This design comes from an exercise in tuning for small area and a short achievable clock period on the open sky130 flow, not from production work.
No run shown here included a check of the RTL's function; only the layout flow was run.

<file path="design/flow/design.v">
package xgmii_rx_pkg;
    localparam logic [7:0] XGMII_START = 8'hFB;
    localparam logic [7:0] XGMII_TERM  = 8'hFD;
    localparam logic [7:0] XGMII_IDLE  = 8'h07;
    localparam int DATA_W = 64;
    localparam int LANES  = 8;
    typedef logic [13:0] frame_len_t;
    typedef enum logic [3:0] {
        RUNT,
        FRAGMENT,
        SZ_64,
        SZ_65_127,
        SZ_128_255,
        SZ_256_511,
        SZ_512_1023,
        SZ_1024_MAX,
        OVERSIZE,
        JABBER
    } size_class_t;
    localparam logic [31:0] CRC_PRESET = 32'hFFFF_FFFF;
    function automatic logic [31:0] crc_check_const(input logic [2:0] t);
        case (t)
            3'd0:    crc_check_const = 32'hDEBB201E;
            3'd1:    crc_check_const = 32'h00BE26ED;
            3'd2:    crc_check_const = 32'hBE26ED00;
            3'd3:    crc_check_const = 32'h2DFD1072;
            3'd4:    crc_check_const = 32'hFFFFFFFF;
            3'd5:    crc_check_const = 32'h62932081;
            3'd6:    crc_check_const = 32'h4E3D5E5C;
            default: crc_check_const = 32'h39DD08E2;
        endcase
    endfunction
endpackage
`timescale 1ns/100ps
module xgmii_frame_parser
(
    input  logic        clk,
    input  logic        inv_aresetn,
    input  logic [63:0] xgmii_data_i,
    input  logic [7:0]  xgmii_ctrl_i,
    output logic [63:0] word_o,
    output logic        word_start_o,
    output logic [2:0]  check_lane_o,
    input  logic        crc_match_i,
    output logic [63:0] axis_tdata_o,
    output logic [7:0]  axis_tkeep_o,
    output logic        axis_tvalid_o,
    output logic        axis_tlast_o,
    output logic        axis_tuser_o,
    output logic [10:0] words_o,
    output logic [2:0]  len_lo_o
);
    typedef enum logic [1:0] {
        ST_IDLE,
        ST_DATA,
        ST_TAIL
    } state_t;
    logic [63:0] data_mask;
    logic [2:0]  term_lane;
    logic [7:0]  upper_mask;
    logic        lane_is_term;
    logic        is_start;
    logic        term_ok;
    logic        to_tail;
    always_comb begin
        for (int i = 0; i < xgmii_rx_pkg::LANES; i++) begin
            data_mask[8*i +: 8] = {8{(i == 0 || !xgmii_ctrl_i[i]) && (i >= 4 || !to_tail)}};
        end
    end
    always_comb begin
        term_lane = '0;
        for (int i = xgmii_rx_pkg::LANES - 1; i >= 0; i--) begin
            if (xgmii_ctrl_i[i]) begin
                term_lane = 3'(i);
            end
        end
    end
    assign is_start     = (xgmii_ctrl_i == 8'h01) && (xgmii_data_i[7:0] == xgmii_rx_pkg::XGMII_START);
    assign upper_mask   = 8'hFE << term_lane;
    assign lane_is_term = (xgmii_data_i[8*term_lane +: 8] == xgmii_rx_pkg::XGMII_TERM);
    assign term_ok      = lane_is_term && ((xgmii_ctrl_i & upper_mask) == upper_mask);
    logic        w_ctrl_q;
    logic [2:0]  w_lane_q;
    logic        w_term_ok_q;
    logic        w_start_q;
    logic [63:0] w_data_q;
    logic [63:0] hold_q;
    always_ff @(posedge clk) begin
        w_data_q    <= xgmii_data_i & data_mask;
        w_ctrl_q    <= |xgmii_ctrl_i;
        w_lane_q    <= term_lane;
        w_term_ok_q <= term_ok;
        w_start_q   <= is_start && !inv_aresetn;
        hold_q      <= w_data_q;
    end
    assign word_o       = w_data_q;
    assign word_start_o = w_start_q;
    state_t      state_q;
    state_t      state_d;
    logic        held_vld_q;
    logic        held_vld_d;
    logic [2:0]  tail_lane_q;
    logic        tail_ok_q;
    logic [10:0] words_q;
    logic [10:0] words_d;
    logic [2:0]  len_lo_q;
    logic        good;
    logic        tvalid_d;
    logic        tlast_d;
    logic [7:0]  tkeep_d;
    logic        tuser_d;
    logic [2:0]  len_lo_d;
    assign check_lane_o = (state_q == ST_TAIL) ? tail_lane_q : w_lane_q;
    assign good         = crc_match_i && ((state_q == ST_TAIL) ? tail_ok_q : w_term_ok_q);
    assign to_tail      = (state_d == ST_TAIL);
    assign words_o  = words_q;
    assign len_lo_o = len_lo_q;
    always_comb begin
        state_d    = state_q;
        held_vld_d = held_vld_q;
        words_d    = words_q;
        tvalid_d   = 1'b0;
        tlast_d    = 1'b0;
        tkeep_d    = 8'hFF;
        tuser_d    = good;
        len_lo_d   = 3'd4;
        case (state_q)
            ST_IDLE: begin
                if (w_start_q) begin
                    state_d    = ST_DATA;
                    held_vld_d = 1'b0;
                end
            end
            ST_DATA: begin
                if (!w_ctrl_q) begin
                    tvalid_d   = held_vld_q;
                    held_vld_d = 1'b1;
                    words_d    = held_vld_q ? words_q + 11'd1 : 11'd1;
                end else begin
                    held_vld_d = 1'b0;
                    state_d    = ST_IDLE;
                    tvalid_d   = held_vld_q;
                    if (!held_vld_q) begin
                        words_d = '0;
                    end
                    if (!w_term_ok_q) begin
                        tlast_d = 1'b1;
                    end else if (w_lane_q < 3'd4) begin
                        tlast_d = 1'b1;
                        tkeep_d  = 8'hFF >> (3'd4 - w_lane_q);
                        len_lo_d = w_lane_q;
                    end else if (w_lane_q == 3'd4) begin
                        tlast_d = 1'b1;
                    end else begin
                        state_d = ST_TAIL;
                    end
                end
            end
            ST_TAIL: begin
                tvalid_d   = 1'b1;
                tlast_d    = 1'b1;
                tkeep_d    = 8'hFF >> (4'd12 - {1'b0, tail_lane_q});
                len_lo_d   = tail_lane_q;
                held_vld_d = 1'b0;
                state_d    = w_start_q ? ST_DATA : ST_IDLE;
            end
            default: begin
                state_d = ST_IDLE;
            end
        endcase
    end
    always_ff @(posedge clk) begin
        axis_tdata_o <= hold_q;
        axis_tkeep_o <= tkeep_d;
        axis_tlast_o <= tlast_d;
        axis_tuser_o <= tuser_d;
        words_q      <= words_d;
        tail_lane_q  <= w_lane_q;
        tail_ok_q    <= w_term_ok_q;
        len_lo_q     <= len_lo_d;
        if (inv_aresetn) begin
            state_q       <= ST_IDLE;
            held_vld_q    <= 1'b0;
            axis_tvalid_o <= 1'b0;
        end else begin
            state_q       <= state_d;
            held_vld_q    <= held_vld_d;
            axis_tvalid_o <= tvalid_d;
        end
    end
endmodule
`timescale 1ns/100ps
module xgmii_crc_check
(
    input  logic        clk,
    input  logic [63:0] word_i,
    input  logic        word_start_i,
    input  logic [2:0]  check_lane_i,
    output logic        crc_match_o
);
    logic [31:0] crc_q;
    logic [31:0] x;
    logic [31:0] d_hi;
    logic [31:0] nxt;
    assign x    = crc_q ^ word_i[31:0];
    assign d_hi = word_i[63:32];
    logic [393:0] t;
    crc_xor2 u_x0 (.a(x[3]), .b(x[13]), .y(t[0]));
    crc_xor2 u_x1 (.a(d_hi[0]), .b(x[11]), .y(t[1]));
    crc_xor2 u_x2 (.a(d_hi[7]), .b(x[19]), .y(t[2]));
    crc_xor2 u_x3 (.a(x[4]), .b(x[9]), .y(t[3]));
    crc_xor2 u_x4 (.a(d_hi[3]), .b(x[12]), .y(t[4]));
    crc_xor2 u_x5 (.a(x[6]), .b(x[16]), .y(t[5]));
    crc_xor2 u_x6 (.a(d_hi[4]), .b(d_hi[22]), .y(t[6]));
    crc_xor2 u_x7 (.a(d_hi[5]), .b(x[8]), .y(t[7]));
    crc_xor2 u_x8 (.a(d_hi[2]), .b(x[5]), .y(t[8]));
    crc_xor2 u_x9 (.a(d_hi[23]), .b(x[30]), .y(t[9]));
    crc_xor2 u_x10 (.a(d_hi[24]), .b(x[31]), .y(t[10]));
    crc_xor2 u_x11 (.a(d_hi[14]), .b(x[7]), .y(t[11]));
    crc_xor2 u_x12 (.a(d_hi[15]), .b(t[0]), .y(t[12]));
    crc_xor2 u_x13 (.a(d_hi[6]), .b(x[18]), .y(t[13]));
    crc_xor2 u_x14 (.a(d_hi[25]), .b(x[14]), .y(t[14]));
    crc_xor2 u_x15 (.a(x[2]), .b(x[15]), .y(t[15]));
    crc_xor2 u_x16 (.a(d_hi[31]), .b(t[2]), .y(t[16]));
    crc_xor2 u_x17 (.a(d_hi[13]), .b(t[1]), .y(t[17]));
    crc_xor2 u_x18 (.a(d_hi[17]), .b(d_hi[29]), .y(t[18]));
    crc_xor2 u_x19 (.a(d_hi[18]), .b(d_hi[26]), .y(t[19]));
    crc_xor2 u_x20 (.a(d_hi[12]), .b(d_hi[28]), .y(t[20]));
    crc_xor2 u_x21 (.a(d_hi[11]), .b(d_hi[27]), .y(t[21]));
    crc_xor2 u_x22 (.a(d_hi[20]), .b(x[25]), .y(t[22]));
    crc_xor2 u_x23 (.a(d_hi[8]), .b(x[20]), .y(t[23]));
    crc_xor2 u_x24 (.a(d_hi[9]), .b(x[21]), .y(t[24]));
    crc_xor2 u_x25 (.a(d_hi[10]), .b(x[22]), .y(t[25]));
    crc_xor2 u_x26 (.a(d_hi[30]), .b(x[10]), .y(t[26]));
    crc_xor2 u_x27 (.a(d_hi[21]), .b(x[26]), .y(t[27]));
    crc_xor2 u_x28 (.a(d_hi[16]), .b(t[3]), .y(t[28]));
    crc_xor2 u_x29 (.a(d_hi[1]), .b(d_hi[19]), .y(t[29]));
    crc_xor2 u_x30 (.a(t[6]), .b(x[1]), .y(t[30]));
    crc_xor2 u_x31 (.a(x[24]), .b(x[27]), .y(t[31]));
    crc_xor2 u_x32 (.a(x[0]), .b(x[17]), .y(t[32]));
    crc_xor2 u_x33 (.a(x[28]), .b(x[29]), .y(t[33]));
    crc_xor2 u_x34 (.a(t[10]), .b(t[18]), .y(t[34]));
    crc_xor2 u_x35 (.a(t[4]), .b(x[23]), .y(t[35]));
    crc_xor2 u_x36 (.a(t[8]), .b(t[23]), .y(t[36]));
    crc_xor2 u_x37 (.a(t[7]), .b(t[15]), .y(t[37]));
    crc_xor2 u_x38 (.a(d_hi[26]), .b(x[7]), .y(t[38]));
    crc_xor2 u_x39 (.a(t[5]), .b(t[13]), .y(t[39]));
    crc_xor2 u_x40 (.a(t[11]), .b(t[28]), .y(t[40]));
    crc_xor2 u_x41 (.a(t[20]), .b(x[1]), .y(t[41]));
    crc_xor2 u_x42 (.a(t[21]), .b(x[24]), .y(t[42]));
    crc_xor2 u_x43 (.a(x[5]), .b(x[15]), .y(t[43]));
    crc_xor2 u_x44 (.a(t[19]), .b(x[12]), .y(t[44]));
    crc_xor2 u_x45 (.a(t[4]), .b(t[24]), .y(t[45]));
    crc_xor2 u_x46 (.a(t[9]), .b(x[6]), .y(t[46]));
    crc_xor2 u_x47 (.a(t[22]), .b(x[16]), .y(t[47]));
    crc_xor2 u_x48 (.a(t[32]), .b(x[13]), .y(t[48]));
    crc_xor2 u_x49 (.a(d_hi[7]), .b(t[10]), .y(t[49]));
    crc_xor2 u_x50 (.a(d_hi[19]), .b(t[33]), .y(t[50]));
    crc_xor2 u_x51 (.a(d_hi[22]), .b(t[31]), .y(t[51]));
    crc_xor2 u_x52 (.a(d_hi[29]), .b(t[25]), .y(t[52]));
    crc_xor2 u_x53 (.a(t[16]), .b(x[22]), .y(t[53]));
    crc_xor2 u_x54 (.a(t[17]), .b(x[25]), .y(t[54]));
    crc_xor2 u_x55 (.a(t[12]), .b(x[29]), .y(t[55]));
    crc_xor2 u_x56 (.a(t[36]), .b(x[11]), .y(t[56]));
    crc_xor2 u_x57 (.a(d_hi[1]), .b(d_hi[30]), .y(t[57]));
    crc_xor2 u_x58 (.a(d_hi[4]), .b(d_hi[11]), .y(t[58]));
    crc_xor2 u_x59 (.a(d_hi[10]), .b(d_hi[12]), .y(t[59]));
    crc_xor2 u_x60 (.a(x[14]), .b(x[23]), .y(t[60]));
    crc_xor2 u_x61 (.a(d_hi[24]), .b(x[8]), .y(t[61]));
    crc_xor2 u_x62 (.a(d_hi[17]), .b(x[27]), .y(t[62]));
    crc_xor2 u_x63 (.a(d_hi[27]), .b(t[29]), .y(t[63]));
    crc_xor2 u_x64 (.a(d_hi[31]), .b(x[21]), .y(t[64]));
    crc_xor2 u_x65 (.a(d_hi[3]), .b(x[10]), .y(t[65]));
    crc_xor2 u_x66 (.a(x[4]), .b(x[28]), .y(t[66]));
    crc_xor2 u_x67 (.a(d_hi[25]), .b(x[9]), .y(t[67]));
    crc_xor2 u_x68 (.a(d_hi[2]), .b(x[17]), .y(t[68]));
    crc_xor2 u_x69 (.a(t[26]), .b(x[2]), .y(t[69]));
    crc_xor2 u_x70 (.a(t[9]), .b(t[20]), .y(t[70]));
    crc_xor2 u_x71 (.a(d_hi[8]), .b(t[14]), .y(t[71]));
    crc_xor2 u_x72 (.a(d_hi[6]), .b(t[9]), .y(t[72]));
    crc_xor2 u_x73 (.a(t[26]), .b(x[5]), .y(t[73]));
    crc_xor2 u_x74 (.a(d_hi[18]), .b(t[7]), .y(t[74]));
    crc_xor2 u_x75 (.a(t[11]), .b(x[26]), .y(t[75]));
    crc_xor2 u_x76 (.a(t[8]), .b(x[0]), .y(t[76]));
    crc_xor2 u_x77 (.a(t[38]), .b(x[1]), .y(t[77]));
    crc_xor2 u_x78 (.a(t[5]), .b(x[3]), .y(t[78]));
    crc_xor2 u_x79 (.a(t[35]), .b(t[46]), .y(t[79]));
    crc_xor2 u_x80 (.a(d_hi[28]), .b(t[39]), .y(t[80]));
    crc_xor2 u_x81 (.a(t[27]), .b(t[34]), .y(t[81]));
    crc_xor2 u_x82 (.a(t[14]), .b(t[48]), .y(t[82]));
    crc_xor2 u_x83 (.a(t[6]), .b(t[40]), .y(t[83]));
    crc_xor2 u_x84 (.a(d_hi[5]), .b(d_hi[9]), .y(t[84]));
    crc_xor2 u_x85 (.a(d_hi[5]), .b(d_hi[7]), .y(t[85]));
    crc_xor2 u_x86 (.a(d_hi[6]), .b(d_hi[21]), .y(t[86]));
    crc_xor2 u_x87 (.a(d_hi[1]), .b(d_hi[23]), .y(t[87]));
    crc_xor2 u_x88 (.a(d_hi[0]), .b(d_hi[30]), .y(t[88]));
    crc_xor2 u_x89 (.a(d_hi[13]), .b(d_hi[29]), .y(t[89]));
    crc_xor2 u_x90 (.a(d_hi[10]), .b(d_hi[13]), .y(t[90]));
    crc_xor2 u_x91 (.a(d_hi[0]), .b(d_hi[16]), .y(t[91]));
    crc_xor2 u_x92 (.a(t[21]), .b(x[12]), .y(t[92]));
    crc_xor2 u_x93 (.a(t[19]), .b(x[30]), .y(t[93]));
    crc_xor2 u_x94 (.a(d_hi[27]), .b(x[31]), .y(t[94]));
    crc_xor2 u_x95 (.a(x[17]), .b(x[24]), .y(t[95]));
    crc_xor2 u_x96 (.a(t[58]), .b(x[28]), .y(t[96]));
    crc_xor2 u_x97 (.a(d_hi[28]), .b(x[18]), .y(t[97]));
    crc_xor2 u_x98 (.a(t[57]), .b(x[20]), .y(t[98]));
    crc_xor2 u_x99 (.a(t[18]), .b(x[23]), .y(t[99]));
    crc_xor2 u_x100 (.a(x[14]), .b(x[27]), .y(t[100]));
    crc_xor2 u_x101 (.a(d_hi[15]), .b(x[26]), .y(t[101]));
    crc_xor2 u_x102 (.a(d_hi[20]), .b(x[0]), .y(t[102]));
    crc_xor2 u_x103 (.a(t[91]), .b(x[4]), .y(t[103]));
    crc_xor2 u_x104 (.a(t[25]), .b(x[11]), .y(t[104]));
    crc_xor2 u_x105 (.a(t[30]), .b(t[68]), .y(t[105]));
    crc_xor2 u_x106 (.a(d_hi[2]), .b(t[27]), .y(t[106]));
    crc_xor2 u_x107 (.a(t[41]), .b(t[86]), .y(t[107]));
    crc_xor2 u_x108 (.a(t[43]), .b(x[20]), .y(t[108]));
    crc_xor2 u_x109 (.a(t[0]), .b(t[24]), .y(t[109]));
    crc_xor2 u_x110 (.a(d_hi[24]), .b(t[30]), .y(t[110]));
    crc_xor2 u_x111 (.a(t[30]), .b(x[10]), .y(t[111]));
    crc_xor2 u_x112 (.a(t[8]), .b(t[22]), .y(t[112]));
    crc_xor2 u_x113 (.a(t[5]), .b(t[44]), .y(t[113]));
    crc_xor2 u_x114 (.a(t[3]), .b(t[42]), .y(t[114]));
    crc_xor2 u_x115 (.a(t[2]), .b(t[29]), .y(t[115]));
    crc_xor2 u_x116 (.a(t[66]), .b(x[7]), .y(t[116]));
    crc_xor2 u_x117 (.a(t[1]), .b(t[23]), .y(t[117]));
    crc_xor2 u_x118 (.a(t[13]), .b(t[67]), .y(t[118]));
    crc_xor2 u_x119 (.a(d_hi[31]), .b(t[27]), .y(t[119]));
    crc_xor2 u_x120 (.a(t[5]), .b(x[8]), .y(t[120]));
    crc_xor2 u_x121 (.a(d_hi[4]), .b(t[49]), .y(t[121]));
    crc_xor2 u_x122 (.a(t[50]), .b(x[30]), .y(t[122]));
    crc_xor2 u_x123 (.a(t[17]), .b(t[52]), .y(t[123]));
    crc_xor2 u_x124 (.a(t[70]), .b(x[23]), .y(t[124]));
    crc_xor2 u_x125 (.a(t[37]), .b(t[78]), .y(t[125]));
    crc_xor2 u_x126 (.a(t[76]), .b(x[31]), .y(t[126]));
    crc_xor2 u_x127 (.a(t[12]), .b(t[120]), .y(t[127]));
    crc_xor2 u_x128 (.a(d_hi[25]), .b(t[74]), .y(t[128]));
    crc_xor2 u_x129 (.a(t[43]), .b(t[71]), .y(t[129]));
    crc_xor2 u_x130 (.a(t[22]), .b(t[50]), .y(t[130]));
    crc_xor2 u_x131 (.a(t[28]), .b(t[72]), .y(t[131]));
    crc_xor2 u_x132 (.a(t[12]), .b(t[14]), .y(t[132]));
    crc_xor2 u_x133 (.a(t[37]), .b(t[102]), .y(t[133]));
    crc_xor2 u_x134 (.a(d_hi[14]), .b(t[51]), .y(t[134]));
    crc_xor2 u_x135 (.a(t[16]), .b(t[73]), .y(t[135]));
    crc_xor2 u_x136 (.a(d_hi[2]), .b(t[47]), .y(t[136]));
    crc_xor2 u_x137 (.a(t[63]), .b(t[113]), .y(t[137]));
    crc_xor2 u_x138 (.a(t[3]), .b(t[79]), .y(t[138]));
    crc_xor2 u_x139 (.a(t[31]), .b(t[81]), .y(t[139]));
    crc_xor2 u_x140 (.a(t[56]), .b(x[10]), .y(t[140]));
    crc_xor2 u_x141 (.a(t[47]), .b(t[122]), .y(t[141]));
    crc_xor2 u_x142 (.a(t[38]), .b(t[55]), .y(t[142]));
    crc_xor2 u_x143 (.a(t[53]), .b(t[125]), .y(t[143]));
    crc_xor2 u_x144 (.a(t[37]), .b(t[55]), .y(t[144]));
    crc_xor2 u_x145 (.a(t[69]), .b(t[82]), .y(t[145]));
    crc_xor2 u_x146 (.a(t[45]), .b(t[80]), .y(t[146]));
    crc_xor2 u_x147 (.a(d_hi[1]), .b(d_hi[20]), .y(t[147]));
    crc_xor2 u_x148 (.a(d_hi[26]), .b(t[147]), .y(t[148]));
    crc_xor2 u_x149 (.a(t[2]), .b(t[65]), .y(t[149]));
    crc_xor2 u_x150 (.a(t[100]), .b(t[148]), .y(t[150]));
    crc_xor2 u_x151 (.a(t[78]), .b(t[105]), .y(t[151]));
    crc_xor2 u_x152 (.a(t[117]), .b(t[149]), .y(t[152]));
    crc_xor2 u_x153 (.a(t[150]), .b(t[131]), .y(t[153]));
    crc_xor2 u_x154 (.a(t[151]), .b(t[152]), .y(t[154]));
    crc_xor2 u_x155 (.a(d_hi[5]), .b(d_hi[17]), .y(t[155]));
    crc_xor2 u_x156 (.a(d_hi[21]), .b(d_hi[27]), .y(t[156]));
    crc_xor2 u_x157 (.a(t[87]), .b(x[18]), .y(t[157]));
    crc_xor2 u_x158 (.a(t[155]), .b(t[156]), .y(t[158]));
    crc_xor2 u_x159 (.a(t[15]), .b(t[32]), .y(t[159]));
    crc_xor2 u_x160 (.a(t[157]), .b(t[158]), .y(t[160]));
    crc_xor2 u_x161 (.a(t[45]), .b(t[116]), .y(t[161]));
    crc_xor2 u_x162 (.a(t[159]), .b(t[160]), .y(t[162]));
    crc_xor2 u_x163 (.a(t[121]), .b(t[161]), .y(t[163]));
    crc_xor2 u_x164 (.a(t[162]), .b(t[140]), .y(t[164]));
    crc_xor2 u_x165 (.a(d_hi[8]), .b(x[19]), .y(t[165]));
    crc_xor2 u_x166 (.a(x[29]), .b(t[0]), .y(t[166]));
    crc_xor2 u_x167 (.a(t[1]), .b(t[25]), .y(t[167]));
    crc_xor2 u_x168 (.a(t[165]), .b(t[76]), .y(t[168]));
    crc_xor2 u_x169 (.a(t[110]), .b(t[166]), .y(t[169]));
    crc_xor2 u_x170 (.a(t[167]), .b(t[128]), .y(t[170]));
    crc_xor2 u_x171 (.a(t[168]), .b(t[169]), .y(t[171]));
    crc_xor2 u_x172 (.a(t[146]), .b(t[170]), .y(t[172]));
    crc_xor2 u_x173 (.a(d_hi[6]), .b(t[58]), .y(t[173]));
    crc_xor2 u_x174 (.a(t[84]), .b(x[2]), .y(t[174]));
    crc_xor2 u_x175 (.a(x[20]), .b(t[173]), .y(t[175]));
    crc_xor2 u_x176 (.a(t[174]), .b(t[52]), .y(t[176]));
    crc_xor2 u_x177 (.a(t[77]), .b(t[115]), .y(t[177]));
    crc_xor2 u_x178 (.a(t[175]), .b(t[82]), .y(t[178]));
    crc_xor2 u_x179 (.a(t[176]), .b(t[177]), .y(t[179]));
    crc_xor2 u_x180 (.a(t[138]), .b(t[178]), .y(t[180]));
    crc_xor2 u_x181 (.a(t[59]), .b(x[21]), .y(t[181]));
    crc_xor2 u_x182 (.a(t[0]), .b(t[13]), .y(t[182]));
    crc_xor2 u_x183 (.a(t[26]), .b(t[42]), .y(t[183]));
    crc_xor2 u_x184 (.a(t[60]), .b(t[181]), .y(t[184]));
    crc_xor2 u_x185 (.a(t[36]), .b(t[77]), .y(t[185]));
    crc_xor2 u_x186 (.a(t[182]), .b(t[183]), .y(t[186]));
    crc_xor2 u_x187 (.a(t[184]), .b(t[121]), .y(t[187]));
    crc_xor2 u_x188 (.a(t[133]), .b(t[185]), .y(t[188]));
    crc_xor2 u_x189 (.a(t[186]), .b(t[187]), .y(t[189]));
    crc_xor2 u_x190 (.a(d_hi[3]), .b(t[24]), .y(t[190]));
    crc_xor2 u_x191 (.a(t[71]), .b(t[107]), .y(t[191]));
    crc_xor2 u_x192 (.a(t[114]), .b(t[190]), .y(t[192]));
    crc_xor2 u_x193 (.a(t[54]), .b(t[191]), .y(t[193]));
    crc_xor2 u_x194 (.a(t[192]), .b(t[143]), .y(t[194]));
    crc_xor2 u_x195 (.a(d_hi[9]), .b(d_hi[16]), .y(t[195]));
    crc_xor2 u_x196 (.a(x[19]), .b(t[195]), .y(t[196]));
    crc_xor2 u_x197 (.a(t[15]), .b(t[41]), .y(t[197]));
    crc_xor2 u_x198 (.a(t[100]), .b(t[196]), .y(t[198]));
    crc_xor2 u_x199 (.a(t[75]), .b(t[112]), .y(t[199]));
    crc_xor2 u_x200 (.a(t[197]), .b(t[198]), .y(t[200]));
    crc_xor2 u_x201 (.a(t[79]), .b(t[123]), .y(t[201]));
    crc_xor2 u_x202 (.a(t[199]), .b(t[200]), .y(t[202]));
    crc_xor2 u_x203 (.a(t[90]), .b(x[0]), .y(t[203]));
    crc_xor2 u_x204 (.a(t[11]), .b(t[15]), .y(t[204]));
    crc_xor2 u_x205 (.a(t[96]), .b(t[98]), .y(t[205]));
    crc_xor2 u_x206 (.a(t[203]), .b(t[35]), .y(t[206]));
    crc_xor2 u_x207 (.a(t[204]), .b(t[205]), .y(t[207]));
    crc_xor2 u_x208 (.a(t[127]), .b(t[206]), .y(t[208]));
    crc_xor2 u_x209 (.a(t[207]), .b(t[139]), .y(t[209]));
    crc_xor2 u_x210 (.a(d_hi[11]), .b(d_hi[12]), .y(t[210]));
    crc_xor2 u_x211 (.a(t[88]), .b(x[16]), .y(t[211]));
    crc_xor2 u_x212 (.a(x[25]), .b(t[210]), .y(t[212]));
    crc_xor2 u_x213 (.a(t[31]), .b(t[33]), .y(t[213]));
    crc_xor2 u_x214 (.a(t[64]), .b(t[211]), .y(t[214]));
    crc_xor2 u_x215 (.a(t[212]), .b(t[74]), .y(t[215]));
    crc_xor2 u_x216 (.a(t[105]), .b(t[213]), .y(t[216]));
    crc_xor2 u_x217 (.a(t[214]), .b(t[40]), .y(t[217]));
    crc_xor2 u_x218 (.a(t[132]), .b(t[215]), .y(t[218]));
    crc_xor2 u_x219 (.a(t[216]), .b(t[217]), .y(t[219]));
    crc_xor2 u_x220 (.a(d_hi[12]), .b(x[18]), .y(t[220]));
    crc_xor2 u_x221 (.a(t[30]), .b(t[62]), .y(t[221]));
    crc_xor2 u_x222 (.a(t[101]), .b(t[220]), .y(t[222]));
    crc_xor2 u_x223 (.a(t[17]), .b(t[36]), .y(t[223]));
    crc_xor2 u_x224 (.a(t[221]), .b(t[222]), .y(t[224]));
    crc_xor2 u_x225 (.a(t[130]), .b(t[223]), .y(t[225]));
    crc_xor2 u_x226 (.a(t[224]), .b(t[143]), .y(t[226]));
    crc_xor2 u_x227 (.a(t[85]), .b(x[2]), .y(t[227]));
    crc_xor2 u_x228 (.a(t[11]), .b(t[24]), .y(t[228]));
    crc_xor2 u_x229 (.a(t[33]), .b(t[44]), .y(t[229]));
    crc_xor2 u_x230 (.a(t[60]), .b(t[227]), .y(t[230]));
    crc_xor2 u_x231 (.a(t[17]), .b(t[106]), .y(t[231]));
    crc_xor2 u_x232 (.a(t[111]), .b(t[228]), .y(t[232]));
    crc_xor2 u_x233 (.a(t[229]), .b(t[230]), .y(t[233]));
    crc_xor2 u_x234 (.a(t[231]), .b(t[232]), .y(t[234]));
    crc_xor2 u_x235 (.a(d_hi[8]), .b(t[4]), .y(t[235]));
    crc_xor2 u_x236 (.a(t[63]), .b(t[72]), .y(t[236]));
    crc_xor2 u_x237 (.a(t[104]), .b(t[235]), .y(t[237]));
    crc_xor2 u_x238 (.a(t[134]), .b(t[236]), .y(t[238]));
    crc_xor2 u_x239 (.a(t[237]), .b(t[144]), .y(t[239]));
    crc_xor2 u_x240 (.a(d_hi[9]), .b(d_hi[28]), .y(t[240]));
    crc_xor2 u_x241 (.a(x[12]), .b(t[240]), .y(t[241]));
    crc_xor2 u_x242 (.a(t[60]), .b(t[96]), .y(t[242]));
    crc_xor2 u_x243 (.a(t[241]), .b(t[12]), .y(t[243]));
    crc_xor2 u_x244 (.a(t[49]), .b(t[242]), .y(t[244]));
    crc_xor2 u_x245 (.a(t[131]), .b(t[136]), .y(t[245]));
    crc_xor2 u_x246 (.a(t[243]), .b(t[244]), .y(t[246]));
    crc_xor2 u_x247 (.a(t[59]), .b(t[85]), .y(t[247]));
    crc_xor2 u_x248 (.a(x[13]), .b(x[29]), .y(t[248]));
    crc_xor2 u_x249 (.a(t[65]), .b(t[95]), .y(t[249]));
    crc_xor2 u_x250 (.a(t[103]), .b(t[247]), .y(t[250]));
    crc_xor2 u_x251 (.a(t[248]), .b(t[249]), .y(t[251]));
    crc_xor2 u_x252 (.a(t[250]), .b(t[81]), .y(t[252]));
    crc_xor2 u_x253 (.a(t[129]), .b(t[251]), .y(t[253]));
    crc_xor2 u_x254 (.a(d_hi[9]), .b(d_hi[11]), .y(t[254]));
    crc_xor2 u_x255 (.a(t[6]), .b(t[57]), .y(t[255]));
    crc_xor2 u_x256 (.a(t[254]), .b(t[62]), .y(t[256]));
    crc_xor2 u_x257 (.a(t[93]), .b(t[255]), .y(t[257]));
    crc_xor2 u_x258 (.a(t[39]), .b(t[256]), .y(t[258]));
    crc_xor2 u_x259 (.a(t[257]), .b(t[54]), .y(t[259]));
    crc_xor2 u_x260 (.a(t[129]), .b(t[258]), .y(t[260]));
    crc_xor2 u_x261 (.a(d_hi[23]), .b(t[59]), .y(t[261]));
    crc_xor2 u_x262 (.a(t[84]), .b(x[15]), .y(t[262]));
    crc_xor2 u_x263 (.a(x[28]), .b(x[31]), .y(t[263]));
    crc_xor2 u_x264 (.a(t[68]), .b(t[261]), .y(t[264]));
    crc_xor2 u_x265 (.a(t[262]), .b(t[263]), .y(t[265]));
    crc_xor2 u_x266 (.a(t[16]), .b(t[75]), .y(t[266]));
    crc_xor2 u_x267 (.a(t[264]), .b(t[265]), .y(t[267]));
    crc_xor2 u_x268 (.a(t[137]), .b(t[266]), .y(t[268]));
    crc_xor2 u_x269 (.a(t[21]), .b(t[90]), .y(t[269]));
    crc_xor2 u_x270 (.a(x[11]), .b(x[14]), .y(t[270]));
    crc_xor2 u_x271 (.a(t[61]), .b(t[97]), .y(t[271]));
    crc_xor2 u_x272 (.a(t[269]), .b(t[270]), .y(t[272]));
    crc_xor2 u_x273 (.a(t[28]), .b(t[46]), .y(t[273]));
    crc_xor2 u_x274 (.a(t[111]), .b(t[115]), .y(t[274]));
    crc_xor2 u_x275 (.a(t[271]), .b(t[272]), .y(t[275]));
    crc_xor2 u_x276 (.a(t[273]), .b(t[274]), .y(t[276]));
    crc_xor2 u_x277 (.a(t[275]), .b(t[142]), .y(t[277]));
    crc_xor2 u_x278 (.a(x[19]), .b(t[14]), .y(t[278]));
    crc_xor2 u_x279 (.a(t[92]), .b(t[34]), .y(t[279]));
    crc_xor2 u_x280 (.a(t[70]), .b(t[278]), .y(t[280]));
    crc_xor2 u_x281 (.a(t[40]), .b(t[133]), .y(t[281]));
    crc_xor2 u_x282 (.a(t[279]), .b(t[280]), .y(t[282]));
    crc_xor2 u_x283 (.a(t[140]), .b(t[281]), .y(t[283]));
    crc_xor2 u_x284 (.a(t[19]), .b(t[26]), .y(t[284]));
    crc_xor2 u_x285 (.a(t[67]), .b(t[17]), .y(t[285]));
    crc_xor2 u_x286 (.a(t[34]), .b(t[45]), .y(t[286]));
    crc_xor2 u_x287 (.a(t[107]), .b(t[108]), .y(t[287]));
    crc_xor2 u_x288 (.a(t[284]), .b(t[127]), .y(t[288]));
    crc_xor2 u_x289 (.a(t[285]), .b(t[286]), .y(t[289]));
    crc_xor2 u_x290 (.a(t[287]), .b(t[288]), .y(t[290]));
    crc_xor2 u_x291 (.a(d_hi[7]), .b(t[64]), .y(t[291]));
    crc_xor2 u_x292 (.a(t[291]), .b(t[123]), .y(t[292]));
    crc_xor2 u_x293 (.a(t[137]), .b(t[83]), .y(t[293]));
    crc_xor2 u_x294 (.a(t[145]), .b(t[292]), .y(t[294]));
    crc_xor2 u_x295 (.a(d_hi[15]), .b(d_hi[19]), .y(t[295]));
    crc_xor2 u_x296 (.a(t[21]), .b(t[88]), .y(t[296]));
    crc_xor2 u_x297 (.a(x[13]), .b(x[30]), .y(t[297]));
    crc_xor2 u_x298 (.a(t[295]), .b(t[7]), .y(t[298]));
    crc_xor2 u_x299 (.a(t[62]), .b(t[296]), .y(t[299]));
    crc_xor2 u_x300 (.a(t[297]), .b(t[35]), .y(t[300]));
    crc_xor2 u_x301 (.a(t[108]), .b(t[298]), .y(t[301]));
    crc_xor2 u_x302 (.a(t[299]), .b(t[53]), .y(t[302]));
    crc_xor2 u_x303 (.a(t[80]), .b(t[300]), .y(t[303]));
    crc_xor2 u_x304 (.a(t[301]), .b(t[83]), .y(t[304]));
    crc_xor2 u_x305 (.a(t[302]), .b(t[303]), .y(t[305]));
    crc_xor2 u_x306 (.a(d_hi[3]), .b(t[1]), .y(t[306]));
    crc_xor2 u_x307 (.a(t[7]), .b(t[41]), .y(t[307]));
    crc_xor2 u_x308 (.a(t[64]), .b(t[93]), .y(t[308]));
    crc_xor2 u_x309 (.a(t[99]), .b(t[12]), .y(t[309]));
    crc_xor2 u_x310 (.a(t[51]), .b(t[116]), .y(t[310]));
    crc_xor2 u_x311 (.a(t[306]), .b(t[307]), .y(t[311]));
    crc_xor2 u_x312 (.a(t[308]), .b(t[126]), .y(t[312]));
    crc_xor2 u_x313 (.a(t[309]), .b(t[310]), .y(t[313]));
    crc_xor2 u_x314 (.a(t[311]), .b(t[312]), .y(t[314]));
    crc_xor2 u_x315 (.a(t[89]), .b(x[3]), .y(t[315]));
    crc_xor2 u_x316 (.a(x[8]), .b(x[17]), .y(t[316]));
    crc_xor2 u_x317 (.a(x[22]), .b(t[2]), .y(t[317]));
    crc_xor2 u_x318 (.a(t[44]), .b(t[94]), .y(t[318]));
    crc_xor2 u_x319 (.a(t[315]), .b(t[316]), .y(t[319]));
    crc_xor2 u_x320 (.a(t[51]), .b(t[69]), .y(t[320]));
    crc_xor2 u_x321 (.a(t[317]), .b(t[318]), .y(t[321]));
    crc_xor2 u_x322 (.a(t[319]), .b(t[56]), .y(t[322]));
    crc_xor2 u_x323 (.a(t[320]), .b(t[321]), .y(t[323]));
    crc_xor2 u_x324 (.a(t[141]), .b(t[322]), .y(t[324]));
    crc_xor2 u_x325 (.a(d_hi[14]), .b(d_hi[30]), .y(t[325]));
    crc_xor2 u_x326 (.a(t[325]), .b(t[32]), .y(t[326]));
    crc_xor2 u_x327 (.a(t[94]), .b(t[97]), .y(t[327]));
    crc_xor2 u_x328 (.a(t[109]), .b(t[117]), .y(t[328]));
    crc_xor2 u_x329 (.a(t[119]), .b(t[326]), .y(t[329]));
    crc_xor2 u_x330 (.a(t[327]), .b(t[130]), .y(t[330]));
    crc_xor2 u_x331 (.a(t[328]), .b(t[329]), .y(t[331]));
    crc_xor2 u_x332 (.a(t[138]), .b(t[330]), .y(t[332]));
    crc_xor2 u_x333 (.a(d_hi[16]), .b(d_hi[23]), .y(t[333]));
    crc_xor2 u_x334 (.a(x[9]), .b(t[333]), .y(t[334]));
    crc_xor2 u_x335 (.a(t[95]), .b(t[334]), .y(t[335]));
    crc_xor2 u_x336 (.a(t[49]), .b(t[52]), .y(t[336]));
    crc_xor2 u_x337 (.a(t[119]), .b(t[335]), .y(t[337]));
    crc_xor2 u_x338 (.a(t[56]), .b(t[336]), .y(t[338]));
    crc_xor2 u_x339 (.a(t[337]), .b(t[142]), .y(t[339]));
    crc_xor2 u_x340 (.a(t[146]), .b(t[338]), .y(t[340]));
    crc_xor2 u_x341 (.a(d_hi[23]), .b(t[61]), .y(t[341]));
    crc_xor2 u_x342 (.a(t[92]), .b(t[98]), .y(t[342]));
    crc_xor2 u_x343 (.a(t[99]), .b(t[77]), .y(t[343]));
    crc_xor2 u_x344 (.a(t[104]), .b(t[109]), .y(t[344]));
    crc_xor2 u_x345 (.a(t[118]), .b(t[341]), .y(t[345]));
    crc_xor2 u_x346 (.a(t[342]), .b(t[136]), .y(t[346]));
    crc_xor2 u_x347 (.a(t[343]), .b(t[344]), .y(t[347]));
    crc_xor2 u_x348 (.a(t[345]), .b(t[346]), .y(t[348]));
    crc_xor2 u_x349 (.a(t[19]), .b(t[20]), .y(t[349]));
    crc_xor2 u_x350 (.a(x[21]), .b(t[25]), .y(t[350]));
    crc_xor2 u_x351 (.a(t[61]), .b(t[349]), .y(t[351]));
    crc_xor2 u_x352 (.a(t[16]), .b(t[35]), .y(t[352]));
    crc_xor2 u_x353 (.a(t[106]), .b(t[114]), .y(t[353]));
    crc_xor2 u_x354 (.a(t[350]), .b(t[351]), .y(t[354]));
    crc_xor2 u_x355 (.a(t[352]), .b(t[353]), .y(t[355]));
    crc_xor2 u_x356 (.a(t[354]), .b(t[145]), .y(t[356]));
    crc_xor2 u_x357 (.a(d_hi[25]), .b(t[29]), .y(t[357]));
    crc_xor2 u_x358 (.a(t[89]), .b(x[15]), .y(t[358]));
    crc_xor2 u_x359 (.a(t[42]), .b(t[103]), .y(t[359]));
    crc_xor2 u_x360 (.a(t[357]), .b(t[358]), .y(t[360]));
    crc_xor2 u_x361 (.a(t[39]), .b(t[48]), .y(t[361]));
    crc_xor2 u_x362 (.a(t[112]), .b(t[359]), .y(t[362]));
    crc_xor2 u_x363 (.a(t[360]), .b(t[53]), .y(t[363]));
    crc_xor2 u_x364 (.a(t[124]), .b(t[361]), .y(t[364]));
    crc_xor2 u_x365 (.a(t[362]), .b(t[363]), .y(t[365]));
    crc_xor2 u_x366 (.a(x[3]), .b(t[13]), .y(t[366]));
    crc_xor2 u_x367 (.a(t[73]), .b(t[366]), .y(t[367]));
    crc_xor2 u_x368 (.a(t[54]), .b(t[124]), .y(t[368]));
    crc_xor2 u_x369 (.a(t[367]), .b(t[83]), .y(t[369]));
    crc_xor2 u_x370 (.a(t[139]), .b(t[368]), .y(t[370]));
    crc_xor2 u_x371 (.a(t[87]), .b(x[6]), .y(t[371]));
    crc_xor2 u_x372 (.a(x[12]), .b(t[66]), .y(t[372]));
    crc_xor2 u_x373 (.a(t[101]), .b(t[371]), .y(t[373]));
    crc_xor2 u_x374 (.a(t[34]), .b(t[372]), .y(t[374]));
    crc_xor2 u_x375 (.a(t[373]), .b(t[54]), .y(t[375]));
    crc_xor2 u_x376 (.a(t[128]), .b(t[134]), .y(t[376]));
    crc_xor2 u_x377 (.a(t[135]), .b(t[374]), .y(t[377]));
    crc_xor2 u_x378 (.a(t[375]), .b(t[376]), .y(t[378]));
    crc_xor2 u_x379 (.a(d_hi[18]), .b(x[4]), .y(t[379]));
    crc_xor2 u_x380 (.a(t[4]), .b(t[32]), .y(t[380]));
    crc_xor2 u_x381 (.a(t[379]), .b(t[75]), .y(t[381]));
    crc_xor2 u_x382 (.a(t[110]), .b(t[380]), .y(t[382]));
    crc_xor2 u_x383 (.a(t[132]), .b(t[135]), .y(t[383]));
    crc_xor2 u_x384 (.a(t[381]), .b(t[382]), .y(t[384]));
    crc_xor2 u_x385 (.a(t[141]), .b(t[383]), .y(t[385]));
    crc_xor2 u_x386 (.a(d_hi[0]), .b(d_hi[22]), .y(t[386]));
    crc_xor2 u_x387 (.a(t[29]), .b(x[16]), .y(t[387]));
    crc_xor2 u_x388 (.a(t[386]), .b(t[27]), .y(t[388]));
    crc_xor2 u_x389 (.a(t[65]), .b(t[387]), .y(t[389]));
    crc_xor2 u_x390 (.a(t[16]), .b(t[118]), .y(t[390]));
    crc_xor2 u_x391 (.a(t[388]), .b(t[389]), .y(t[391]));
    crc_xor2 u_x392 (.a(t[126]), .b(t[390]), .y(t[392]));
    crc_xor2 u_x393 (.a(t[391]), .b(t[144]), .y(t[393]));
    crc_xor2 u_n0 (.a(t[153]), .b(t[154]), .y(nxt[0]));
    crc_xor2 u_n1 (.a(t[163]), .b(t[164]), .y(nxt[1]));
    crc_xor2 u_n2 (.a(t[171]), .b(t[172]), .y(nxt[2]));
    crc_xor2 u_n3 (.a(t[179]), .b(t[180]), .y(nxt[3]));
    crc_xor2 u_n4 (.a(t[188]), .b(t[189]), .y(nxt[4]));
    crc_xor2 u_n5 (.a(t[193]), .b(t[194]), .y(nxt[5]));
    crc_xor2 u_n6 (.a(t[201]), .b(t[202]), .y(nxt[6]));
    crc_xor2 u_n7 (.a(t[208]), .b(t[209]), .y(nxt[7]));
    crc_xor2 u_n8 (.a(t[218]), .b(t[219]), .y(nxt[8]));
    crc_xor2 u_n9 (.a(t[225]), .b(t[226]), .y(nxt[9]));
    crc_xor2 u_n10 (.a(t[233]), .b(t[234]), .y(nxt[10]));
    crc_xor2 u_n11 (.a(t[238]), .b(t[239]), .y(nxt[11]));
    crc_xor2 u_n12 (.a(t[245]), .b(t[246]), .y(nxt[12]));
    crc_xor2 u_n13 (.a(t[252]), .b(t[253]), .y(nxt[13]));
    crc_xor2 u_n14 (.a(t[259]), .b(t[260]), .y(nxt[14]));
    crc_xor2 u_n15 (.a(t[267]), .b(t[268]), .y(nxt[15]));
    crc_xor2 u_n16 (.a(t[276]), .b(t[277]), .y(nxt[16]));
    crc_xor2 u_n17 (.a(t[282]), .b(t[283]), .y(nxt[17]));
    crc_xor2 u_n18 (.a(t[289]), .b(t[290]), .y(nxt[18]));
    crc_xor2 u_n19 (.a(t[293]), .b(t[294]), .y(nxt[19]));
    crc_xor2 u_n20 (.a(t[304]), .b(t[305]), .y(nxt[20]));
    crc_xor2 u_n21 (.a(t[313]), .b(t[314]), .y(nxt[21]));
    crc_xor2 u_n22 (.a(t[323]), .b(t[324]), .y(nxt[22]));
    crc_xor2 u_n23 (.a(t[331]), .b(t[332]), .y(nxt[23]));
    crc_xor2 u_n24 (.a(t[339]), .b(t[340]), .y(nxt[24]));
    crc_xor2 u_n25 (.a(t[347]), .b(t[348]), .y(nxt[25]));
    crc_xor2 u_n26 (.a(t[355]), .b(t[356]), .y(nxt[26]));
    crc_xor2 u_n27 (.a(t[364]), .b(t[365]), .y(nxt[27]));
    crc_xor2 u_n28 (.a(t[369]), .b(t[370]), .y(nxt[28]));
    crc_xor2 u_n29 (.a(t[377]), .b(t[378]), .y(nxt[29]));
    crc_xor2 u_n30 (.a(t[384]), .b(t[385]), .y(nxt[30]));
    crc_xor2 u_n31 (.a(t[392]), .b(t[393]), .y(nxt[31]));
    assign crc_match_o = (x == xgmii_rx_pkg::crc_check_const(check_lane_i));
    always_ff @(posedge clk) begin
        if (word_start_i) begin
            crc_q <= xgmii_rx_pkg::CRC_PRESET;
        end else begin
            crc_q <= nxt;
        end
    end
endmodule
module crc_xor2
(
    input  logic a,
    input  logic b,
    output logic y
);
    assign y = a ^ b;
endmodule
`timescale 1ns/100ps
module rx_frame_stats
#(
    parameter int MAX_FRAME_LEN = 1518
) (
    input  logic        clk,
    input  logic        inv_aresetn,
    input  logic        tvalid_i,
    input  logic        tlast_i,
    input  logic        tuser_i,
    input  logic [10:0] words_i,
    input  logic [2:0]  len_lo_i,
    output logic        stat_valid_o,
    output logic        stat_crc_ok_o,
    output logic [13:0] stat_len_o,
    output logic [3:0]  stat_size_o,
    output logic [31:0] good_frames_o,
    output logic [31:0] bad_frames_o
);
    logic frame_end;
    xgmii_rx_pkg::frame_len_t frame_len;
    function automatic xgmii_rx_pkg::size_class_t classify(input xgmii_rx_pkg::frame_len_t len, input logic crc_ok);
        if (len < 14'd64) begin
            classify = crc_ok ? xgmii_rx_pkg::RUNT : xgmii_rx_pkg::FRAGMENT;
        end else if (len == 14'd64) begin
            classify = xgmii_rx_pkg::SZ_64;
        end else if (len < 14'd128) begin
            classify = xgmii_rx_pkg::SZ_65_127;
        end else if (len < 14'd256) begin
            classify = xgmii_rx_pkg::SZ_128_255;
        end else if (len < 14'd512) begin
            classify = xgmii_rx_pkg::SZ_256_511;
        end else if (len < 14'd1024) begin
            classify = xgmii_rx_pkg::SZ_512_1023;
        end else if (len <= 14'(MAX_FRAME_LEN)) begin
            classify = xgmii_rx_pkg::SZ_1024_MAX;
        end else begin
            classify = crc_ok ? xgmii_rx_pkg::OVERSIZE : xgmii_rx_pkg::JABBER;
        end
    endfunction
    assign frame_end  = tvalid_i && tlast_i;
    function automatic logic [31:0] inc_toggle(input logic [31:0] cnt, input logic en);
        logic [7:0] c;
        c[0] = en;
        for (int k = 1; k < 8; k++) begin
            c[k] = c[k-1] & (&cnt[4*(k-1) +: 4]);
        end
        for (int k = 0; k < 8; k++) begin
            inc_toggle[4*k] = c[k];
            for (int j = 1; j < 4; j++) begin
                inc_toggle[4*k+j] = inc_toggle[4*k+j-1] & cnt[4*k+j-1];
            end
        end
    endfunction
    assign frame_len  = {words_i, len_lo_i};
    always_ff @(posedge clk) begin
        stat_crc_ok_o <= tuser_i;
        stat_len_o    <= frame_len;
        stat_size_o   <= classify(frame_len, tuser_i);
        if (inv_aresetn) begin
            stat_valid_o  <= 1'b0;
            good_frames_o <= '0;
            bad_frames_o  <= '0;
        end else begin
            stat_valid_o <= frame_end;
            good_frames_o <= good_frames_o ^ inc_toggle(good_frames_o, frame_end && tuser_i);
            bad_frames_o  <= bad_frames_o ^ inc_toggle(bad_frames_o, frame_end && !tuser_i);
        end
    end
endmodule
`timescale 1ns/100ps
module xgmii_rx_top
#(
    parameter int MAX_FRAME_LEN = 1518
) (
    input  logic        clk,
    input  logic        inv_aresetn,
    input  logic [63:0] xgmii_data_i,
    input  logic [7:0]  xgmii_ctrl_i,
    output logic [63:0] axis_tdata_o,
    output logic [7:0]  axis_tkeep_o,
    output logic        axis_tvalid_o,
    output logic        axis_tlast_o,
    output logic        axis_tuser_o,
    output logic        stat_valid_o,
    output logic        stat_crc_ok_o,
    output logic [13:0] stat_len_o,
    output logic [3:0]  stat_size_o,
    output logic [31:0] good_frames_o,
    output logic [31:0] bad_frames_o
);
    logic [63:0] word;
    logic        word_start;
    logic [2:0]  check_lane;
    logic        crc_match;
    logic [10:0] words;
    logic [2:0]  len_lo;
    xgmii_frame_parser u_parser (
        .clk           (clk),
        .inv_aresetn   (inv_aresetn),
        .xgmii_data_i  (xgmii_data_i),
        .xgmii_ctrl_i  (xgmii_ctrl_i),
        .word_o        (word),
        .word_start_o  (word_start),
        .check_lane_o  (check_lane),
        .crc_match_i   (crc_match),
        .axis_tdata_o  (axis_tdata_o),
        .axis_tkeep_o  (axis_tkeep_o),
        .axis_tvalid_o (axis_tvalid_o),
        .axis_tlast_o  (axis_tlast_o),
        .axis_tuser_o  (axis_tuser_o),
        .words_o       (words),
        .len_lo_o      (len_lo)
    );
    xgmii_crc_check u_crc_check (
        .clk          (clk),
        .word_i       (word),
        .word_start_i (word_start),
        .check_lane_i (check_lane),
        .crc_match_o  (crc_match)
    );
    rx_frame_stats #(
        .MAX_FRAME_LEN (MAX_FRAME_LEN)
    ) u_stats (
        .clk           (clk),
        .inv_aresetn   (inv_aresetn),
        .tvalid_i      (axis_tvalid_o),
        .tlast_i       (axis_tlast_o),
        .tuser_i       (axis_tuser_o),
        .words_i       (words),
        .len_lo_i      (len_lo),
        .stat_valid_o  (stat_valid_o),
        .stat_crc_ok_o (stat_crc_ok_o),
        .stat_len_o    (stat_len_o),
        .stat_size_o   (stat_size_o),
        .good_frames_o (good_frames_o),
        .bad_frames_o  (bad_frames_o)
    );
endmodule
</file>
<file path="design/flow/flow/run.sh">
#!/bin/bash
# Standard layout (settings from config.mk via config.mk), with plain buf_1
# port buffers instead of the default delay-cell buffers.
set -e
cp config.mk config_in.log
echo 'export BUFFER_PORTS_ARGS = -buffer_cell sky130_fd_sc_hd__buf_1' >> config.mk
bash standard.sh > standard.log 2>&1
</file>
<file path="design/flow/standard.sh">
#!/bin/bash
# synth_recipe.tcl (not shown) runs the flow's synth.tcl, then flattens the netlist and writes it again
# the make line also repeats each setting of config.mk as NAME=value (left out here)
make -C /OpenROAD-flow-scripts/flow DESIGN_CONFIG=/design/flow/config.mk WORK_HOME=/design/flow/orfs CLKGATE_MAP_FILE= SYNTH_SCRIPT=/design/flow/synth_recipe.tcl "${@:-finish}"
</file>
<file path="design/flow/config.mk">
export PLATFORM = sky130hd
export DESIGN_NAME = xgmii_rx_top
export DESIGN_NICKNAME = xgmii_rx_top
export VERILOG_FILES = /design/flow/design.v
export SDC_FILE = /design/flow/constraint.sdc
export NUM_CORES = 4
export LEC_CHECK = 0
export CAP_MARGIN = 20
export CORE_MARGIN = 2
export CORE_UTILIZATION = 40
export SLEW_MARGIN = 20
export SYNTH_HIERARCHICAL = 1
export BUFFER_PORTS_ARGS = -buffer_cell sky130_fd_sc_hd__buf_1
</file>
<file path="design/flow/constraint.sdc">
create_clock -name core_clock -period 10.5 [get_ports {clk}]
set_input_delay 2.1000 -clock core_clock [delete_from_list [all_inputs] [get_ports {clk}]]
set_output_delay 2.1000 -clock core_clock [all_outputs]
set_load 0.01 [all_outputs]
</file>
==> results of run 1 <==
## Yosys stat by module, one instance, submodules excluded, a selection
module | cells | times used | cell area [um2]
xgmii_crc_check | 235 | 1 | 2100
crc_xor2 | 1 | 426 | 8.76
xgmii_frame_parser | 487 | 1 | 6410
## cells in the final DEF, fill, tap and decap left out, types with 6 or more instances in the layout
cell type | Yosys | layout
nand3_1 | 13 | 13
nor2b_1 | 93 | 93
clkbuf_1 | 18 | 9
nor4_1 | 6 | 6
nand4_1 | 21 | 21
nor3_1 | 13 | 13
clkbuf_16 | 0 | 39
xor2_1 | 450 | 450
edfxtp_1 | 11 | 11
clkbuf_8 | 0 | 6
nor3b_1 | 28 | 28
or2_2 | 33 | 33
inv_1 | 35 | 35
buf_1 | 1 | 231
xnor2_1 | 32 | 32
nand4b_1 | 10 | 10
nand2_1 | 26 | 26
mux2i_1 | 12 | 12
ha_1 | 61 | 61
o211ai_1 | 8 | 8
nand2b_1 | 9 | 9
o21ai_0 | 24 | 21
a21oi_1 | 22 | 21
nor2_1 | 48 | 48
buf_4 | 2 | 15
dfxtp_1 | 335 | 335
## final timing paths
path,from,endpoint,slack [ps],cells past startpoint
max,u_parser.w_data_q[17]$_DFF_P_,u_crc_check.crc_q[3]$_SDFF_PP1_,6840,8
min,u_parser.hold_q[44]$_DFF_P_,u_parser.axis_tdata_o[44]$_DFF_P_,320,0
max reg2reg,u_parser.w_data_q[17]$_DFF_P_,u_crc_check.crc_q[3]$_SDFF_PP1_,6840,8
min reg2reg,u_parser.hold_q[44]$_DFF_P_,u_parser.axis_tdata_o[44]$_DFF_P_,320,0
## logic make-up after synthesis
kind of cell               count (synthesis)  synth area share
buffers and inverters                     67            0.0191
xor gates and xnor gates                 490             0.281
adders and majority gates                 62            0.0499
AOI/OAI and AO/OA                        103            0.0469
DFF                                      346             0.454
muxes                                     14            0.0104
and+or+nand+nor                          345             0.138
## sequential cells by signal, indices dropped and copies added, names as in the netlist, 2 cells and up
| name | count |
|---|---|
| u_parser.axis_tdata_o | 64 |
| u_parser.hold_q | 64 |
| u_parser.w_data_q | 64 |
| u_crc_check.crc_q | 32 |
| u_stats.bad_frames_o | 32 |
| u_stats.good_frames_o | 32 |
| u_stats.stat_len_o | 14 |
| u_parser.words_q | 11 |
| u_parser.axis_tkeep_o | 8 |
| u_stats.stat_size_o | 4 |
| u_parser.len_lo_q | 3 |
| u_parser.tail_lane_q | 3 |
| u_parser.w_lane_q | 3 |
| u_parser.state_q | 2 |
## per-stage QoR
stage | worst slack, ps | std cells | utilization
3_3_place_gp | 6470 | 2161 | 0.441
5_1_grt | 6750 | 2232 | 0.475
4_1_cts | 6930 | 2231 | 0.475
3_5_place_dp | 6390 | 2161 | 0.441
2_1_floorplan | 7150 | 1427 | -
6_report | 6840 | 2232 | 0.475
## layer usage
layer	up-vias	track usage
met4	0	0.128
li1	5216	-
met5	-	0
met1	5113	0.277
met2	375	0.361
met3	123	0.0354
## cell type report
type | count | area share
multi-input combinational | 1014 | 0.447
clock inverter | 16 | 0.0109
timing repair buffer | 247 | 0.0539
tap | 518 | 0.0355
antenna | 1 | 0.000137
sequential | 346 | 0.385
clock buffer | 54 | 0.0598
inverter | 36 | 0.00740
==> results.cfg, run 1 <==
[timing]
clock_skew_ps = 19.1
setup_viol = 0
relSlewSlack = 0.279
hold-worst-slack_ps = 321
tightest_slew_ps = 1080
max_freq_mhz = 273
rsz0062_at_grt = no
slew_violations = 0
hold_violations = 0
layout_worst_path_cycle_share = 0.348
setup_tns_ps = 0
period_needed_ps = 3660

[synth]
netlist_instances = 1427
synthArstFlopShare = 0
synth_cell_types = 83
netlist_top_cells_count = xor2_1, dfxtp_1, nor2b_1, ha_1, nor2_1
ys_ff_latch = 346
synth_nets = 1562
synth.most_common_cell = xor2_1
netlist_top_cells_area = dfxtp_1, xor2_1, ha_1
yosysWarningCount = 9
synth.yosys.seq_area_share = 0.454
syn_area_per_cell_um2 = 10.9
syn-cell-area_um2 = 15500
synth_edf_count = 11
synth_top_area_frac = 0.433
yosysTopAreaCell = dfxtp_1
synth_ff_type = dfxtp_1

[clocking]
clkLatencyLatePin_ps = 560
cts_root_buf = clkbuf_16
tritoncts = done
h-tree-depth = 2
clock_sinks = 346
post_cts_buffers = 0
post_cts_resized = 0
cts_buffers = 38
cts_hold_buf = 0
clk_pin_slew_ps = 60
clock_path_buffers = 3

[global_routing]
grt_pass1_wl_mm = 66.8
grt_max_degree = 71
grt_overflow_total = 0
track_usage = 0.221
antenna_found_initial = 1
grt_pass1_vias = 10846

[placed_design]
gp_congestion = 1.04
dpl_cell_area_um2 = 17000
port_buffers = 232
hpwl_mm = 35.4

[detailed_routing]
dr_wl_met2_mm = 20.6
viasPerCell = 4.85
postRouteAntennaNets = 0
wl_per_cell_um = 20.1
highest_layer = met4
drt_iter0_drc = 694
drc = 0
vias = 10827
first_pass_iters = 5
drt-met1-wl_mm = 19.4
wl_met3_mm = 2.21
routed_wl_mm = 44.8

[layout]
drive_gt1_frac = 0.0881
multi_input_comb_area_um2 = 8170
final_area_um2 = 18300
fin_nets = 1818
ff_latch_area_um2 = 7040
nFillCells = 3698
area_growth_syn_to_layout_pct = 18.0

[worst_setup_path]
cp_num_buf_inv = 0
slowest_stage = xor2_1
critPathMaxStageDelay_ps = 860
crit_family = XOR/XNOR gates
crit_required_ps = 10940
crit_path_end_kind = flop
crit_fanout = 7
cp.arrival_ps = 4100
crit_top_cell = xor2_1
start_kind = flop
crit_chain = xor2_1 > xor2_1 > xor2_1 > xor2_1 > xor2_1 > xor2_1 > xor2_1 > or2_2
crit_type = flop to flop

[floorplan]
die_h_um = 201
dieArea_um2 = 40300
rows = 72
initial_core_util = 0.403
fp.dieW_um = 201
ios = 233
core_area_um2 = 38500

[job]
maxCapViolations = 0

[outcome]
status = no timing/DRC/antenna violations

[hold_path]
hold_class = flop to flop
==> run 2: changes to the inputs <==
==> design/flow/flow/run.sh (replaced) <==
#!/bin/bash
# Standard layout (settings from config.mk via config.mk), with plain buf_1
# port buffers instead of the default delay-cell buffers.
set -e
cp config.mk config_in.log
cat >> config.mk <<'EOC'
export BUFFER_PORTS_ARGS = -buffer_cell sky130_fd_sc_hd__buf_1
export SETUP_SLACK_MARGIN = 7.0
EOC
bash standard.sh > standard.log 2>&1
--- a/design/flow/config.mk
+++ b/design/flow/config.mk
@@ -12,2 +12,3 @@
 export SYNTH_HIERARCHICAL = 1
 export BUFFER_PORTS_ARGS = -buffer_cell sky130_fd_sc_hd__buf_1
+export SETUP_SLACK_MARGIN = 7.0
==> run 2 against run 1 <==
Against the previous run:
- cell area rose by 0.42%
- critical endpoint is now u_crc_check.crc_q[24]$_SDFF_PP1_
- still clean
- final cell count unchanged
- synthesized cell count is the same
- area after synthesis is the same
- wire length is 0.14% higher
- critical path type unchanged
- global-route usage is essentially flat
==> results.cfg, run 2 <==
[layout]
fin_nets = 1818
final_cell_mix = xor2_1, dfxtp_1, buf_1
area_growth_syn_to_layout_pct = 18.5
drive_gt1_frac = 0.0952
nFillCells = 3697
multi_input_comb_area_um2 = 8250
ff_latch_area_um2 = 7040
reg_top3 = u_parser.axis_tdata_o (64), u_parser.hold_q (64), u_parser.w_data_q (64)
mostFrequentLayoutCell = xor2_1

[placed_design]
gp_congestion = 1.04
port_buffers = 232
hpwl_mm = 35.4

[worst_setup_path]
crit_required_ps = 10930
cp.arrival_ps = 3910
crit_fanout = 8
crit_type = flop to flop
crit_path_end_kind = flop
start_kind = flop

[global_routing]
grt_pass1_vias = 10845
grt_pass1_wl_mm = 66.8
grt_max_degree = 71
grt_overflow_total = 0
antenna_found_initial = 1
track_usage = 0.221

[clocking]
clk_pin_slew_ps = 60
cts_hold_buf = 0
clock_sinks = 346
clock_path_buffers = 3
post_cts_buffers = 0
h-tree-depth = 2
tritoncts = done
cts_root_buf = clkbuf_16
clkLatencyLatePin_ps = 560
cts_buffers = 38

[floorplan]
ios = 233
fp.dieW_um = 201
rows = 72
core_area_um2 = 38500
dieArea_um2 = 40300
die_h_um = 201
initial_core_util = 0.403

[synth]
synth_top_area_frac = 0.433
syn-cell-area_um2 = 15500
netlist_top_cells_area = dfxtp_1, xor2_1, ha_1
synthArstFlopShare = 0
synth_nets = 1562
netlist_top_cells_count = xor2_1, dfxtp_1, nor2b_1, ha_1, nor2_1
netlist_instances = 1427
yosysWarningCount = 9
ys_ff_latch = 346
synth.yosys.seq_area_share = 0.454
syn_area_per_cell_um2 = 10.9
synth_cell_types = 83
synth_edf_count = 11
yosysTopAreaCell = dfxtp_1
synth_ff_type = dfxtp_1
synth.most_common_cell = xor2_1

[timing]
clock_skew_ps = 20.9
max_freq_mhz = 287
period_needed_ps = 3480
layout_worst_path_cycle_share = 0.331
tightest_slew_ps = 972
slew_violations = 0
rsz0062_at_grt = no
setup_viol = 0
setup_tns_ps = 0
hold_violations = 0
hold-worst-slack_ps = 320
relSlewSlack = 0.350

[detailed_routing]
viasPerCell = 4.87
first_pass_iters = 4
vias = 10880
routed_wl_mm = 44.9
drt_iter0_drc = 687
wl_per_cell_um = 20.1
drc = 0
postRouteAntennaNets = 0

[job]
maxCapViolations = 0

[hold_path]
hold_class = flop to flop

[outcome]
status = no timing/DRC/antenna violations
==> run 2: worst max-delay path: stages, from the launching register on <==
cell and delay [ps]:
dfxtp_1 410, xor2_2 690, xor2_2 450, xor2_1 410
xor2_1 410, xor2_1 380, xor2_1 150, xor2_1 180
or2_2 270
==> run 2: cells by family after synthesis <==
group | count (synthesis) | share of synthesized area
adder cells (fa/ha/maj) | 62 | 0.0499
buffers and inverters | 67 | 0.0191
AO/OA/AOI/OAI | 103 | 0.0469
multiplexers | 14 | 0.0104
XOR/XNOR | 490 | 0.281
AND/OR/NAND/NOR | 345 | 0.138
flip-flops | 346 | 0.454
==> run 2: what timing repair did <==
action | CTS | global route
setup endpoints to repair | 6 | 13
gates resized for setup | 4 | 8
cloned | 0 | 0
==> run 2: path summary, 6_finish.rpt <==
path,from,endpoint,slack (ps),cells after the start
max,u_parser.w_data_q[18]$_DFF_P_,u_crc_check.crc_q[24]$_SDFF_PP1_,7020,8
min,u_parser.hold_q[44]$_DFF_P_,u_parser.axis_tdata_o[44]$_DFF_P_,320,0
max reg2reg,u_parser.w_data_q[18]$_DFF_P_,u_crc_check.crc_q[24]$_SDFF_PP1_,7020,8
min reg2reg,u_parser.hold_q[44]$_DFF_P_,u_parser.axis_tdata_o[44]$_DFF_P_,320,0
==> run 2: through the flow <==
| stage | worst slack, ps | std cells | util | cell area [um2] |
|---|---|---|---|---|
| after detailed placement | 6390 | 2161 | 0.441 | 17000 |
| after CTS | 7030 | 2231 | 0.475 | 18300 |
| final | 7020 | 2232 | 0.477 | 18300 |
| after global routing | 7000 | 2232 | 0.477 | 18300 |
| after floorplan | 7150 | 1427 | - | 15500 |
| after global placement | 6470 | 2161 | 0.441 | 17000 |
==> run 2: cell type report <==
| cell class | instances | share of cell area |
|---|---|---|
| multi-input cells | 1014 | 0.449 |
| flip-flops and latches | 346 | 0.384 |
| clock buffers | 54 | 0.0595 |
| repair buffers | 247 | 0.0538 |
| well taps | 518 | 0.0353 |
| clock inverters | 16 | 0.0108 |
| inverters | 36 | 0.00737 |
| diodes | 1 | 0.000136 |
==> run 2: per-layer routing <==
layer | share of wire | GRT usage | vias up
met5 | 0 | 0 | -
met4 | 0.051 | 0.119 | 0
met3 | 0.046 | 0.0336 | 118
met2 | 0.47 | 0.365 | 373
met1 | 0.43 | 0.278 | 5183
li1 | - | - | 5206
==> run 2: per-module statistics from Yosys (local to each module, per instance), excerpt <==
module | cell area [um2] | copies in the design | cells inside | flops+latches
xgmii_crc_check | 2100 | 1 | 235 | 32
xgmii_frame_parser | 6410 | 1 | 487 | 230
crc_xor2 | 8.76 | 426 | 1 | 0

afterwards: timing with drivers on the ports:
No port has a modelled driver above. Below, the same layouts with a new extraction and two added sets of constraints. Step 1 sets driving cells, clkbuf_16 on the clock port and buf_2 on the other inputs (assumed; they add their load-dependent delay and slew). Step 2 adds t to the input delays and takes it off the output delays; t is the mean of the earliest and latest rising clock arrival at the registers after step 1. Input paths then give back, and output paths get back, about the clock's delay inside the block. Three values: no drivers, after step 1, after step 2; two values: the first two.
run | t, ns | slack for setup (ns) | hold slack, ns | worst setup path at the end
run 1 | 0.602 | 6.841 / 6.841 / 6.364 | 0.321 / 0.321 / 0.321 | input to register
run 2 | 0.603 | 7.020 / 7.020 / 6.539 | 0.320 / 0.320 / 0.320 | input to register
After both steps setup and hold are still met in every run listed. The setup slack of run 2, which loses most, moves by 0.000 ns with the drivers and by -0.481 ns with both steps.
